From an optimization exercise on the open Yosys and OpenROAD flow, aimed at a short achievable clock period and few clock cycles; shortcuts taken in it are not production practice. The RTL was checked by simulation tests, not by an equivalence proof against the original design. Power is estimated from default activity; no workload was simulated.

==> 07-24 <==
==> flow/design.v (excerpt) <==
module ebvc_top (
	input  logic            clk,
	input  logic            rst_n,
	input  logic            run,             
	input  logic            host_req,
	input  logic            host_we,
	input  ebvc_pkg::addr_t host_addr,
	input  ebvc_pkg::byte_t host_wdata,
	output logic            host_ack,
	output ebvc_pkg::byte_t host_rdata,
	output logic            busy,
	output ebvc_pkg::byte_t port_a,
	output logic            port_strobe
);
make LEC_CHECK=0 ABC_CLOCK_PERIOD_IN_PS=3500 CAP_MARGIN=20 CORE_MARGIN=2 CORE_UTILIZATION=50 SETUP_SLACK_MARGIN=5 SLEW_MARGIN=20 finish   # period 9.0 ns
run.sh (not shown) runs the stock make flow with config.mk's settings and CLKGATE_MAP_FILE= SYNTH_SCRIPT=/design/flow/synth_recipe.tcl, a recipe that flattens the netlist after the stock synthesis.
==> 12-28 (differences from 07-24) <==
--- a/flow/design.v
+++ b/flow/design.v
@@ -45,34 +45,14 @@
 			gg = gn;
 			pp = pn;
 		end
 		c[0] = cin;
 		for (int i = 0; i < 8; i++) c[i+1] = gg[i] | (pp[i] & cin);
 		add8 = {c[8], p ^ c[7:0]};
 	endfunction
-	function automatic logic gt8(input byte_t a, input byte_t b);
-		logic [7:0] g, e;
-		logic [3:0] g2, e2;
-		logic [1:0] g4, e4;
-		g = a & ~b;
-		e = ~(a ^ b);
-		for (int i = 0; i < 4; i++) begin
-			g2[i] = g[2*i+1] | (e[2*i+1] & g[2*i]);
-			e2[i] = e[2*i+1] & e[2*i];
-		end
-		for (int i = 0; i < 2; i++) begin
-			g4[i] = g2[2*i+1] | (e2[2*i+1] & g2[2*i]);
-			e4[i] = e2[2*i+1] & e2[2*i];
-		end
-		gt8 = g4[1] | (e4[1] & g4[0]);
-	endfunction
-	function automatic logic zsum8(input byte_t a, input byte_t b);
-		zsum8 = !(a[0] ^ b[0]);
-		for (int i = 1; i < 8; i++) zsum8 = zsum8 && ((a[i] ^ b[i]) == (a[i-1] | b[i-1]));
-	endfunction
 	function automatic logic two(input byte_t op);
 		case (op)
 			8'h01, 8'h02, 8'h03, 8'h09, 8'h0A, 8'h0B, 8'h11, 8'h12, 8'h13,
 			8'h19, 8'h1A, 8'h1B, 8'h24, 8'h25, 8'h39, 8'h3A,
 			8'h81, 8'h82, 8'h83, 8'h84, 8'h85, 8'hC1, 8'hC2: two = 1'b1;
 			default: two = 1'b0;
 		endcase
@@ -263,51 +243,35 @@
 	assign e_wait = e_memf && !e_ph2;
 	assign vr = ({8{e_d[ebvc_pkg::D_VIMM]}} & e_opr) | ({8{e_d[ebvc_pkg::D_VSEL + 0]}} & rx) |
 		({8{e_d[ebvc_pkg::D_VSEL + 1]}} & ry) | ({8{e_d[ebvc_pkg::D_VSEL + 2]}} & rz) |
 		({8{e_memf}} & m_q);
 	assign v     = (e_d[ebvc_pkg::D_VMEM] && !e_memf) ? m_rd : vr;
 	assign sum_r = ebvc_pkg::add8(ra, vr, 1'b0);
 	assign dif_r = ebvc_pkg::add8(ra, ~vr, 1'b1);
-	always_comb begin
-		logic [39:0] src;               
-		logic [4:0] sel, gt, gn, eq, zs;
-		logic       c_add, c_sub, eqv, zsv;
-		src = {m_q, rz, ry, rx, e_opr};
-		sel = {e_memf, e_d[ebvc_pkg::D_VSEL + 2], e_d[ebvc_pkg::D_VSEL + 1],
-			e_d[ebvc_pkg::D_VSEL + 0], e_d[ebvc_pkg::D_VIMM]};
-		for (int k = 0; k < 5; k++) begin
-			gt[k] = ebvc_pkg::gt8(src[8*k +: 8], ra);
-			gn[k] = ebvc_pkg::gt8(src[8*k +: 8], ~ra);
-			eq[k] = (src[8*k +: 8] == ra);
-			zs[k] = ebvc_pkg::zsum8(ra, src[8*k +: 8]);
-		end
-		c_add = |(sel & gn);
-		c_sub = |(sel & gt);
-		eqv   = |(sel & eq);
-		zsv   = |(sel & zs);
-		c_br = cf;
-		z_br = zf;
-		if (e_d[ebvc_pkg::D_ADD])      begin c_br = c_add;       z_br = zsv; end
-		else if (e_d[ebvc_pkg::D_SUB]) begin c_br = c_sub;       z_br = eqv; end
-		else if (e_d[ebvc_pkg::D_CMP]) begin c_br = c_sub | eqv; z_br = eqv; end
-		else if (e_d[ebvc_pkg::D_CLA]) begin c_br = 1'b0;        z_br = 1'b0; end
-		else if (e_d[ebvc_pkg::D_CLC]) begin c_br = 1'b0; end
-		if (!busy) begin
-			c_br = 1'b0;                      
-			z_br = 1'b0;
-		end
-	end
+	function automatic logic [1:0] flags(input ebvc_pkg::dec_t d, input ebvc_pkg::byte_t a, input ebvc_pkg::byte_t b,
+		input logic [8:0] s, input logic [8:0] df, input logic c, input logic z);
+		logic zs, eq;
+		zs = !(a[0] ^ b[0]);
+		for (int i = 1; i < 8; i++) zs = zs && ((a[i] ^ b[i]) == (a[i-1] | b[i-1]));
+		eq = (a == b);
+		flags = {c, z};
+		if (d[ebvc_pkg::D_ADD])      flags = {s[8], zs};
+		else if (d[ebvc_pkg::D_SUB]) flags = {!df[8], eq};
+		else if (d[ebvc_pkg::D_CMP]) flags = {!df[8] | eq, eq};
+		else if (d[ebvc_pkg::D_CLA]) flags = 2'b00;
+		else if (d[ebvc_pkg::D_CLC]) flags = {1'b0, z};
+	endfunction
 	always_comb begin
 		ra_r = ra;
-		if (e_d[ebvc_pkg::D_LD + 3]) ra_r = vr;
+		if (e_d[ebvc_pkg::D_LD + 3]) ra_r = v;
 		if (e_d[ebvc_pkg::D_ADD])    ra_r = sum_r[7:0];
 		if (e_d[ebvc_pkg::D_SUB])    ra_r = dif_r[7:0];
 		if (e_d[ebvc_pkg::D_CLA])    ra_r = 8'd0;
-		if (e_d[ebvc_pkg::D_LD + 3] && e_d[ebvc_pkg::D_VMEM]) ra_r = m_rd;
 	end
+	assign {c_br, z_br} = busy ? flags(e_d, ra, vr, sum_r, dif_r, cf, zf) : 2'b00;
 	assign f_d     = ebvc_pkg::decode(f_op);
 	assign st_pd   = {ebvc_pkg::two(st_data), ebvc_pkg::isjmp(st_data)};
 	assign f_taken = (fw0 ? st_pd[0] : f_pd_raw[0]) &&
 		ebvc_pkg::jtaken(f_op[2:0], z_br, c_br);
 	assign f_two   = fw0 ? st_pd[1] : f_pd_raw[1];
 	always_ff @(posedge clk) begin
 		if (!rst_n) begin
CORE_UTILIZATION = 45   (was 50)
==> impl_metrics.py <==
metrics = {
    "final_layout": {
        "nMultiInputCombCells": 4435,
        "signal_buffers": 841,
    },
    "yosys": {
        "synthMuxAreaShare_pct": 31.0,
    },
    "pwr": {
        "swShare_pct": 42.0,
        "p_seq_share_pct": 25.1,
        "pwr-share-clk_pct": 22.3,
    },
    "sta": {
        "maxSlewHeadroom_pct": 12.1,
    },
    "clock_tree": {
        "cts_buffers": 302,
    },
    "floorplan": {
        "tap_cells": 3743,
    },
    "critical_path": {
        "crit_path_top_delay_cell": "dfxtp_1",
    },
    "run_status": {
        "outcome": "timing/DRC/antenna clean",
    },
}
[end of results for 07-24]
==> impl_metrics.py <==
metrics = {
    "run_status": {
        "outcome": "timing/DRC/antenna clean",
    },
    "floorplan": {
        "tap_cells": 4120,
    },
    "pwr": {
        "swShare_pct": 40.6,
        "p_seq_share_pct": 26.3,
    },
    "critical_path": {
        "crit_path_top_delay_cell": "nor2_2",
    },
    "sta": {
        "maxSlewHeadroom_pct": 7.68,
    },
    "clock_tree": {
        "cts_buffers": 305,
    },
}
[end of results for 12-28]
Testbench counts of 07-24, summed over its fixed seeds: cycles 16,543.
Testbench counts of 12-28, summed over its fixed seeds: cycles 16,543.

[port drivers added, routing unchanged]
The results above use ideal ports. As a check the final layouts listed here were re-extracted and re-timed, cells and wires unchanged. Step 1 assumes that a clkbuf_16 drives the clock port and a buf_2 every other input. Step 2 times the ports against the registers' clock, not the clock port: input delays grow and output delays shrink by t, the midpoint of the rising clock arrivals with the driver on. Three values: ideal, step 1, step 2; two values: the first two.
run	t, ns	setup slack, ns	slew at the worst register clock pin (ns)
07-24	1.070	4.297 / 4.297 / 4.297	0.07 / 0.07
12-28	1.057	4.314 / 4.314 / 3.941	0.07 / 0.07
After both steps every run listed still meets setup and hold. For 12-28, which loses most, drivers alone change the setup slack by 0.000 ns; drivers and shift together by -0.373 ns.
